From an optimization exercise on the open Yosys and OpenROAD flow, aimed at small area, a short achievable clock period and few clock cycles per item; shortcuts taken in it are not production practice. Function was checked by simulation only, so behaviour that the tests miss may differ from the original. Power and IR drop assume default switching activity.

== job 7230 ==
// tomasulo_core
module tomasulo_core #(
  parameter logic [31:0] REG_INIT = 32'd5
) (
  input  logic        GCLK,
  input  logic        rst,
  input  logic [31:0] inst,          
  input  logic        inst_valid,
  output logic        fetch_en,
  output logic        wb_valid,      
  output logic [31:0] wb_value,
  input  logic [3:0]  dbg_addr,
  output logic [31:0] dbg_data,
  output logic        dbg_pending,
  output logic        idle           
);
  logic [31:0] rf   [16];
  logic [15:0] wr_q;                 
  logic        halted;
  logic        take, issue;
  logic [3:0]  opc, dst, src1, src2;
  logic        e_valid;
  logic        e_mul, e_sub;
  logic [3:0]  e_dst;
  logic [31:0] e_a, e_b;
  logic [31:0] x_y;
  logic        w_valid;
  logic [3:0]  w_dst;
  logic [31:0] w_val;
  logic [31:0] rd_a, rd_b;
  assign opc  = inst[31:28];
  assign dst  = inst[27:24];
  assign src1 = inst[23:20];
  ...
For scale: roughly 4600 cells after synthesis, roughly 46000 um2 of cells after synthesis.
==> flow/config.mk <==
export PLATFORM = sky130hd
export DESIGN_NAME = tomasulo_core
export DESIGN_NICKNAME = tomasulo_core
export VERILOG_FILES = /design/flow/design.v
export SDC_FILE = /design/flow/constraint.sdc
export NUM_CORES = 4
export LEC_CHECK = 0
export CAP_MARGIN = 20
export CORE_MARGIN = 2
export CORE_UTILIZATION = 40
export PLACE_DENSITY = 0.75
export SETUP_SLACK_MARGIN = 5
export SLEW_MARGIN = 20
==> flow/constraint.sdc <==
create_clock -name core_clock -period 12.0 [get_ports {GCLK}]
set_input_delay 2.4000 -clock core_clock [delete_from_list [all_inputs] [get_ports {GCLK}]]
set_output_delay 2.4000 -clock core_clock [all_outputs]
set_load 0.01 [all_outputs]
run.sh (not shown) runs the stock make flow with config.mk's settings and CLKGATE_MAP_FILE= SYNTH_SCRIPT=/design/flow/synth_recipe.tcl, a recipe that flattens the netlist after the stock synthesis.
Testbench counts of job 7230, summed over its fixed seeds: cycles 8,282, items 7,706.
What job 2626 does differently from job 7230 at the input level:
Settings: setting CTS_CLUSTER_DIAMETER to 100 for the first time; setting CTS_CLUSTER_SIZE to 20 for the first time; removing PLACE_DENSITY (formerly 0.75).
--- outcome ---
Job 2626 has less setup slack than job 7230.
On count of clock-buffer cells in the layout, the higher figure sits with job 7230, not job 2626.
The lower routed wire length of job 7230 and job 2626 is in job 7230.
dbg_data[2] as the critical path endpoint was reported by job 7230, and dbg_data[6] by job 2626.
Reported for job 7230 and job 2626, layout sequential cell count turned out identical to the last digit.
Delta(proportion of power drawn by the clock network, job 2626 - job 7230) < 0
The utilization of job 2626 falls short of that of job 7230 by 0.44 points.
[job 2626 vs job 7230] net switching power: lower in job 2626
The areal power density over the cells in job 2626 sits 12% below the value recorded for job 7230.
[compare] base=job 7230 new=job 2626: cell area after layout lower, transition at the pin with the smallest max-transition slack higher.
Modified inputs, job 9070 compared to job 2626
Settings: a deleted CTS_CLUSTER_DIAMETER that had been 100; a deleted SETUP_SLACK_MARGIN that had been 5; a deleted CTS_CLUSTER_SIZE that had been 20.
==> flow/flow/run.sh (new file) <==
#!/bin/bash
set -euo pipefail
export SETUP_SLACK_MARGIN=6.5
bash standard.sh > standard.log 2>&1
==> flow/standard.sh (new file) <==
#!/bin/bash
# synth_recipe.tcl (not shown) runs the flow's synth.tcl, then flattens the netlist and writes it again
# the make line also repeats each setting of config.mk as NAME=value (left out here)
make -C /OpenROAD-flow-scripts/flow DESIGN_CONFIG=/design/flow/config.mk WORK_HOME=/design/flow/orfs CLKGATE_MAP_FILE= SYNTH_SCRIPT=/design/flow/synth_recipe.tcl "${@:-finish}"
removed: flow/run.sh
## What came out
- Job 2626 → job 9070: critical path buffer and inverter count now sits higher, post-route cell area now sits higher.
- Sort job 9070 and job 2626 by wire length after detailed routing, descending, and job 9070 comes first.
- On fraction of cell area in non-clock buffers: between job 9070 and job 2626, it ends up higher for job 9070.
For job 7192, these inputs were changed with respect to job 9070:
Settings: an added SETUP_SLACK_MARGIN of 5; an added CTS_CLUSTER_SIZE of 30; an added CTS_CLUSTER_DIAMETER of 120.
==> flow/run.sh (new file) <==
#!/bin/bash
# synth_recipe.tcl (not shown) runs the flow's synth.tcl, then flattens the netlist and writes it again
# the make line also repeats each setting of config.mk as NAME=value (left out here)
make -C /OpenROAD-flow-scripts/flow DESIGN_CONFIG=/design/flow/config.mk WORK_HOME=/design/flow/orfs CLKGATE_MAP_FILE= SYNTH_SCRIPT=/design/flow/synth_recipe.tcl finish
removed: flow/flow/run.sh
removed: flow/standard.sh
## What came out
Job 7192 against job 9070: core utilization fell by 7.7 points; total power density per cell area went down 9.7%; post-route worst hold slack went up 6.0 ps; register-to-register slack now smaller. The final layout from job 7192, which completed every stage, passed the timing, design-rule and antenna checks at the end of the flow. For pin count of the biggest net entering global routing, dividing the value from job 7192 by the value from job 9070 gives 1.2. Job 7192 vs job 9070: setup slack after layout down. Relative to job 9070, pin slew with the least headroom to its limit has gone up in job 7192.
Changes in job 2961 relative to job 7192:
Settings: CORE_UTILIZATION: 40 -> 50; CTS_CLUSTER_SIZE: 30 -> 24; CTS_CLUSTER_DIAMETER: 120 -> 100.
==> summary.txt <==
First-pass GRT wire length was lower in job 7192 than in job 2961. Comparing clock skew for job 2961 and job 7192, the smaller number came from job 7192. Diff job 7192 -> job 2961 | effective utilization at floorplan | increase of 10 points.
diff inputs: job 2961 => job 3102
Settings: removing CTS_CLUSTER_SIZE (formerly 24); changing CORE_UTILIZATION from 50 to 40; removing SETUP_SLACK_MARGIN (formerly 5); removing CTS_CLUSTER_DIAMETER (formerly 100).
==> flow/flow/run.sh (new file) <==
#!/bin/bash
set -euo pipefail
export SETUP_SLACK_MARGIN=5.5
bash standard.sh > standard.log 2>&1
==> flow/standard.sh (new file) <==
#!/bin/bash
# synth_recipe.tcl (not shown) runs the flow's synth.tcl, then flattens the netlist and writes it again
# the make line also repeats each setting of config.mk as NAME=value (left out here)
make -C /OpenROAD-flow-scripts/flow DESIGN_CONFIG=/design/flow/config.mk WORK_HOME=/design/flow/orfs CLKGATE_MAP_FILE= SYNTH_SCRIPT=/design/flow/synth_recipe.tcl "${@:-finish}"
removed: flow/run.sh
Notes after the runs:
Across job 3102 and job 2961, none had a timing, DRC or antenna violation. Where final design area excluding fillers is concerned, job 2961 is better than job 3102. Comparing job 3102 and job 2961, the lower synthesis-to-layout area growth was measured on job 2961. Relative to job 2961, the number of nets in the layout of job 3102 is higher by 143. Sequential share of layout area for job 3102: 2.9 points down relative to job 2961. Final setup slack of the worst path in job 3102 is 220 ps higher than in job 2961. Against job 2961, job 3102 comes in 6.0% higher on routed wire length. The met3 layer wire length in the routed design of job 3102 exceeds that of job 2961 by about 12%. Summary — maximum fanout along the worst path, job 3102 relative to job 2961: lower, by 10.

-- static timing again, ports no longer ideal --
No port has a modelled driver above. Below, the same layouts with a new extraction and two added sets of constraints.
Step 1 (the two cells are an assumption about what drives the block):
set clk [get_ports {GCLK}]
set_driving_cell -lib_cell sky130_fd_sc_hd__clkbuf_16 $clk
set_driving_cell -lib_cell sky130_fd_sc_hd__buf_2 [delete_from_list [all_inputs] $clk]
Step 2 moves the port delays by t, midway between the first and last clock arrival at a register: inputs arrive t later, outputs are due t later. That takes back most of the time a late clock gives input paths.
a / b / c = no drivers / after step 1 / after step 2; a / b = the first two.
run | shift t [ns] | slack for setup (ns) | worst setup path after step 2 | clock arrival spread, ns | worst slew at a driven data input, ns
job 7230 | 0.727 | 4.996 / 4.974 / 4.974 | input to output | 0.046 / 0.046 | 0.04
job 2626 | 0.656 | 4.949 / 4.924 / 4.924 | input to output | 0.029 / 0.030 | 0.04
job 9070 | 0.699 | 5.318 / 5.270 / 5.270 | input to output | 0.030 / 0.030 | 0.07
job 7192 | 0.695 | 5.049 / 5.021 / 5.021 | input to output | 0.034 / 0.035 | 0.04
job 2961 | 0.716 | 5.011 / 4.986 / 4.986 | input to output | 0.038 / 0.039 | 0.03
job 3102 | 0.680 | 5.231 / 5.179 / 5.179 | input to output | 0.035 / 0.035 | 0.07
After both steps setup and hold are still met in every run listed. The setup slack of job 3102, which loses most, moves by -0.052 ns with the drivers and by -0.052 ns with both steps.
